What follows belongs to an exercise in optimizing a design on an open flow for small area, a short achievable clock period and few clock cycles per item; a production flow would make more cautious choices. Function was checked by simulation only, so behaviour that the tests miss may differ from the original. No activity file was given, so power comes from the tool's default toggle rates.

==> flow/design.v <==
module apb_mem_slave #(
  parameter int AW          = 9,
  parameter int DW          = 8,
  parameter int DEPTH       = 256,
  parameter int WAIT_CYCLES = 0
) (
  input  logic          PCLK,
  input  logic          PRESETn,
  input  logic          PSEL,
  input  logic          PENABLE,
  input  logic          PWRITE,
  input  logic [AW-1:0] PADDR,
  input  logic [DW-1:0] PWDATA,
  output logic [DW-1:0] PRDATA,
  output logic          PREADY,
  output logic          PSLVERR
);
  localparam int IW = (DEPTH > 1) ? $clog2(DEPTH) : 1;
  typedef enum logic {IDLE, ACCESS} state_t;
  state_t        state_q, state_d;
  logic [3:0]    wcnt_q;
  logic [IW-1:0] idx_q;
  logic          wr_q;
  logic [DW-1:0] wdata_q;
  logic          err_q;
  logic          setup, complete;
  logic          addr_err;
  logic [DW-1:0] mem [DEPTH];
  logic unused_decode_bit;
  assign unused_decode_bit = PADDR[AW-1];
  assign addr_err = int'(PADDR[AW-2:0]) >= DEPTH;
  always_comb begin
    state_d  = state_q;
    setup    = 1'b0;
    complete = 1'b0;
    unique case (state_q)
      IDLE: begin
        if (PSEL && !PENABLE) begin
          state_d = ACCESS;
          setup   = 1'b1;
        end
      end
      ACCESS: begin
        if (!PSEL || !PENABLE) begin
          state_d = IDLE;
        end else if (wcnt_q == 4'd0) begin
          state_d  = IDLE;
          complete = 1'b1;
        end
      end
      default: state_d = IDLE;
    endcase
  end
  always_ff @(posedge PCLK) begin
    if (!PRESETn) begin
      state_q <= IDLE;
      wcnt_q  <= 4'd0;
      PRDATA  <= '0;
      err_q   <= 1'b0;
    end else begin
      state_q <= state_d;
      if (setup) begin
        wcnt_q <= 4'(WAIT_CYCLES);
        err_q  <= addr_err;
        PRDATA <= (PWRITE || addr_err) ? '0 : mem[PADDR[IW-1:0]];
      end else if (state_q == ACCESS && wcnt_q != 4'd0) begin
        wcnt_q <= wcnt_q - 4'd1;
      end
    end
  end
  always_ff @(posedge PCLK) begin
    if (setup) begin
      idx_q   <= PADDR[IW-1:0];
      wr_q    <= PWRITE;
      wdata_q <= PWDATA;
    end
  end
  always_ff @(posedge PCLK) begin
    if (PRESETn && complete && wr_q && !err_q) begin
      mem[idx_q] <= wdata_q;
    end
  end
  assign PREADY = (state_q == ACCESS) && (wcnt_q == 4'd0);
  assign PSLVERR = 1'b0;
endmodule
==> flow/run.sh <==
#!/bin/bash
# synth_recipe.tcl (not shown) runs the flow's synth.tcl, then flattens the netlist and writes it again
# the make line also repeats each setting of config.mk as NAME=value (left out here)
make -C /OpenROAD-flow-scripts/flow DESIGN_CONFIG=/design/flow/config.mk WORK_HOME=/design/flow/orfs CLKGATE_MAP_FILE= SYNTH_SCRIPT=/design/flow/synth_recipe.tcl finish
==> flow/config.mk <==
export PLATFORM = sky130hd
export DESIGN_NAME = apb_mem_slave
export DESIGN_NICKNAME = apb_mem_slave
export VERILOG_FILES = /design/flow/design.v
export SDC_FILE = /design/flow/constraint.sdc
export NUM_CORES = 4
export LEC_CHECK = 0
export CAP_MARGIN = 20
export CORE_MARGIN = 2
export CORE_UTILIZATION = 40
export SLEW_MARGIN = 20
==> flow/constraint.sdc <==
create_clock -name core_clock -period 4.0 [get_ports {PCLK}]
set_input_delay 0.8000 -clock core_clock [delete_from_list [all_inputs] [get_ports {PCLK}]]
set_output_delay 0.8000 -clock core_clock [all_outputs]
set_load 0.01 [all_outputs]
==> reports/qor.txt <==
=================================================================================
First-pass GRT wire length                                           311000 microns
Synth area leaders                                                   sky130_fd_sc_hd__edfxtp_1, sky130_fd_sc_hd__mux4_2, sky130_fd_sc_hd__mux2i_1
Reg-to-Reg Start                                                        wcnt_q[0]
Proportion of synthesized chip area in sequential cells                    0.7655
Reg2reg setup slack                                                       0.41 ns
Outcome                                                              complete, no violations
Wire length per cell after detailed routing                          29.61 microns
Longest Clk Path Bufs                                                           3
Hold path startpoint                                                     PADDR[4]
Initial DRT Pass Iterations                                                     6
Via Count                                                                   42630
Effective utilization at floorplan                                         0.4025
Number of inserted filler cells in the final layout                         16660
Area grow syn2layout                                                       16.69%
Cts bufs inserted                                                             206
Type of element capturing the critical path                                  flop
Placer congestion estimate                                                 0.8596
# DRC                                                                           0
Count of endpoints failing hold in the final timing report                      0
Global-route met2 utilization                                              0.3314
Clock sink total                                                             2078
Die Span Y                                                           455.0 microns
Site Rows                                                                     165
Total Wirelength                                                     218600 microns
Proportion of netlist area held by the largest area contributor            0.7623
Iter 0 DRT Violations                                                        4914
Most common flop cell mapped by yosys                                sky130_fd_sc_hd__edfxtp_1
Unrepaired setup endpoints after global routing                             false
Bufs and invs on worst path                                                     3
Endpoint of the lowest-slack register-to-register path                 mem[27][7]
Clock H-tree levels                                                             4
Gate count after technology mapping                                          4004
Yosys reg bits                                                               2078
Data required time at the worst endpoint                                  4.54 ns
Yosys warns                                                                     1
Grt peak-use layer                                                           met2
All-Layer GR Usage                                                         0.2100
Post-synth design cell area                                           81340 sq um
Grt met3 use                                                              0.04191
Core region area                                                     202100 sq um
Relative slew slack                                                        0.1292
Via count of the first global-routing pass                                  42450
Post-CTS repair timing setup buffer count                                       0
Critical path peak fanout                                                      16
Number of antenna violations at the first check in global routing               8
Hold slack final                                                        0.4788 ns
HPWL after detailed placement                                        137300 microns
Arr. time, crit path                                                      4.13 ns
R2r worst-path depth                                                            9
Critical-path cell list                                              inv_1 > ha_1 > inv_1 > nor4b_1 > nand3_1 > nor3_1 > nand2_1 > nor2_1 > buf_4
Cell depth of the worst hold path                                               1
Post-layout minimum cycle time                                           3.589 ns
Maximum number of pins on one net before global-route repair                  202
Post-Route Setup TNS                                                         0 ns
Fin Clk Skew                                                           0.04755 ns
Async set or reset register ratio after synthesis                               0
Critical path's most frequent cell                                   sky130_fd_sc_hd__inv_1
Mean area per synthesized cell                                        20.32 sq um
Launching element type of the critical path                                  flop
Area of the die                                                      207000 sq um
Leakage power                                                            30.74 nW
Total power density per cell area                                    480.1 nW/um^2
Antenna Violating Nets Remaining                                                0
Worst hold-check path type                                                 in2reg
Setup Viol. Count Final                                                         0
End point of the most critical hold path                                 idx_q[4]
Delay of the slowest cell on the worst path                               0.57 ns
Number of resized instances in the post-cts repair step                         0
Final worst path period share                                              0.8973
Cell at the root of the clock tree                                   sky130_fd_sc_hd__clkbuf_16
Nets                                                                         4559
Count of max-cap constraint violations                                          0
Slowest CP cell                                                      sky130_fd_sc_hd__nor4b_1
Maximum achievable frequency                                            278.6 MHz
Number of distinct library cells after synthesis                               77
Ports placed on the boundary                                                   32
Routed via count divided by cell count                                      5.774
Area leader, netlist                                                 sky130_fd_sc_hd__edfxtp_1
Worst-Skew Late Latency                                                   0.84 ns
GR met1 Demand/Resource                                                    0.2952
Type of the worst setup path                                              reg2reg
Layout cell share with drive strength beyond 1                             0.2661
Number of logic stages on the critical path including buffering                 9
Total nets after synthesis                                                   4028
Die Wd                                                               455.0 microns
Register clock-pin slew on the reported worst setup and hold paths        0.06 ns
Number of max-slew violations in the final report                               0
Count of input and output buffers                                              29
VDD IR-drop max                                                         0.4050 mV
Cell family with the largest share of critical-path delay            simple AND/OR/NAND/NOR gates
CTS hold repair buffers                                                         0
Clock tree from TritonCTS                                                     yes
Worst Max-Slew Pin Slew                                                  1.306 ns
Grt ovf                                                                         0
Number of enable-type register cells in the synthesized netlist              2065
=================================================================================
## metrics by stage
step / power, W / util / area (sq um) / setup slack, ns / std cells
2_1_floorplan: 0.02568 / - / 81340 / -0.04573 / 4004
3_3_place_gp: 0.02659 / 0.4361 / 88140 / 0.08717 / 6998
3_5_place_dp: 0.02661 / 0.4362 / 88160 / 0.08395 / 6999
4_1_cts: 0.04587 / 0.4696 / 94910 / 0.3887 / 7381
5_1_grt: 0.04680 / 0.4696 / 94920 / 0.1482 / 7382
6_report: 0.04557 / 0.4696 / 94920 / 0.4106 / 7383
## worst reg2reg max path: stages, from the launching register on
cell	delay, ns
sky130_fd_sc_hd__dfxtp_1	0.31
sky130_fd_sc_hd__inv_1	0.11
sky130_fd_sc_hd__ha_1	0.16
sky130_fd_sc_hd__inv_1	0.05
sky130_fd_sc_hd__nor4b_1	0.57
sky130_fd_sc_hd__nand3_1	0.51
sky130_fd_sc_hd__nor3_1	0.51
sky130_fd_sc_hd__nand2_1	0.53
sky130_fd_sc_hd__nor2_1	0.34
sky130_fd_sc_hd__buf_4	0.22
## cell usage after synthesis, types with 11 or more instances
cell type                     n
sky130_fd_sc_hd__mux2i_1    243
sky130_fd_sc_hd__nand2_1    113
sky130_fd_sc_hd__a22o_1      11
sky130_fd_sc_hd__buf_6       41
sky130_fd_sc_hd__nor2b_1     29
sky130_fd_sc_hd__buf_1       13
sky130_fd_sc_hd__clkbuf_1    96
sky130_fd_sc_hd__nor3_1      27
sky130_fd_sc_hd__a21oi_1     76
sky130_fd_sc_hd__mux2_2      16
sky130_fd_sc_hd__buf_2       52
sky130_fd_sc_hd__a22oi_1     30
sky130_fd_sc_hd__o21ai_0     36
sky130_fd_sc_hd__edfxtp_1  2065
sky130_fd_sc_hd__o221ai_1    74
sky130_fd_sc_hd__a31oi_1     19
sky130_fd_sc_hd__nand3_1     34
sky130_fd_sc_hd__o22ai_1     66
sky130_fd_sc_hd__and3_1      14
sky130_fd_sc_hd__and2_1      16
sky130_fd_sc_hd__mux4_2     384
sky130_fd_sc_hd__nor2_1     299
sky130_fd_sc_hd__mux4_1      22
sky130_fd_sc_hd__a211oi_1    20
sky130_fd_sc_hd__buf_8       11
sky130_fd_sc_hd__buf_4       19
sky130_fd_sc_hd__dfxtp_1     13
## flip-flops by register name, indices dropped and copies added (netlist names)
signal	count
mem	2048
PRDATA	8
wcnt_q	4
state_q	1
idx_q	8
wr_q	1
wdata_q	8
## placed cells by master, fill, tap and decap left out, types with 11 or more instances in the layout
master / Yosys / layout
sky130_fd_sc_hd__edfxtp_1: 2065 / 2065
sky130_fd_sc_hd__buf_4: 19 / 478
sky130_fd_sc_hd__mux4_2: 384 / 384
sky130_fd_sc_hd__nor2_1: 299 / 299
sky130_fd_sc_hd__mux2i_1: 243 / 243
sky130_fd_sc_hd__clkbuf_16: 0 / 210
sky130_fd_sc_hd__nand2_1: 113 / 112
sky130_fd_sc_hd__a21oi_1: 76 / 76
sky130_fd_sc_hd__o221ai_1: 74 / 74
sky130_fd_sc_hd__o22ai_1: 66 / 66
sky130_fd_sc_hd__buf_12: 6 / 55
sky130_fd_sc_hd__clkinv_1: 2 / 47
sky130_fd_sc_hd__clkinv_2: 0 / 42
sky130_fd_sc_hd__clkbuf_1: 96 / 42
sky130_fd_sc_hd__o21ai_0: 36 / 36
sky130_fd_sc_hd__a22oi_1: 30 / 30
sky130_fd_sc_hd__nor2b_1: 29 / 29
sky130_fd_sc_hd__nand3_1: 34 / 28
sky130_fd_sc_hd__nor3_1: 27 / 27
sky130_fd_sc_hd__bufinv_16: 0 / 24
sky130_fd_sc_hd__clkdlybuf4s50_1: 0 / 23
sky130_fd_sc_hd__mux4_1: 22 / 22
sky130_fd_sc_hd__a211oi_1: 20 / 20
sky130_fd_sc_hd__a31oi_1: 19 / 19
sky130_fd_sc_hd__and2_1: 16 / 16
sky130_fd_sc_hd__mux2_2: 16 / 16
sky130_fd_sc_hd__and3_1: 14 / 14
sky130_fd_sc_hd__dfxtp_1: 13 / 13
sky130_fd_sc_hd__a22o_1: 11 / 11
## layer usage
metal  vias up  part of all wire
li1      17710                 -
met1     22730              0.41
met2      1843              0.48
met3       340             0.081
met4         4             0.030
met5         -           0.00013
## logic make-up (layout without fill, tap and decap cells)
family | after synthesis | after routing | share of synthesized area
other | 1 | 3 | 0.00004610
adders and majority gates | 2 | 2 | 0.0003076
muxes | 666 | 666 | 0.1457
DFF | 2078 | 2078 | 0.7655
xor gates and xnor gates | 3 | 3 | 0.0003231
and+or+nand+nor | 579 | 579 | 0.03139
buffers and inverters | 251 | 956 | 0.01977
AOI/OAI and AO/OA | 424 | 424 | 0.03690
## power breakdown
part / internal, W / switching (W)
sequential: 0.0239 / 0.0000238
combinational: 0.000836 / 0.00142
clock: 0.0112 / 0.00823
## how the worst max path moves through the flow
stage,from,endpoint,slack (ns)
6_report,wcnt_q[0],mem[27][7],0.41
5_1_grt,wcnt_q[0],mem[163][3],0.15
4_1_cts,wcnt_q[0],mem[27][1],0.39
3_5_place_dp,PADDR[0],PRDATA[4],0.08
3_3_place_gp,PADDR[0],PRDATA[6],0.09
2_1_floorplan,wdata_q[0],mem[0][0],-0.05
## layout make-up
cell class                 instances  area, sq um  area share
inverter                          13        50.05   0.0005273
multi-input combinational       1675        17510      0.1845
clock buffer                     254         5440     0.05731
antenna                            2        5.005  0.00005273
clock inverter                   128         1318     0.01388
tap                             2672         3343     0.03522
timing repair buffer             561         4985     0.05252
sequential                      2078        62270      0.6560
Testbench counts, summed over its fixed seeds: cycles 32,000, items 16,000.

re-timing with driven ports:
How much do the figures lean on ideal ports? The routed layout below was timed once more, with nothing changed but the port constraints. Step 1 sets driving cells, clkbuf_16 on the clock port and buf_2 on the other inputs (assumed; they add their load-dependent delay and slew). Step 2 times the ports against the registers' clock, not the clock port: input delays grow and output delays shrink by t, the midpoint of the rising clock arrivals with the driver on. Three values: no drivers, after step 1, after step 2; two values: the first two.
t (ns): 0.899
setup slack, ns: 0.411 / 0.411 / 0.014
pins driven straight from the clock port: 1
After both steps this run still meets setup and hold. For this run, drivers alone change the setup slack by 0.000 ns; drivers and shift together by -0.397 ns.
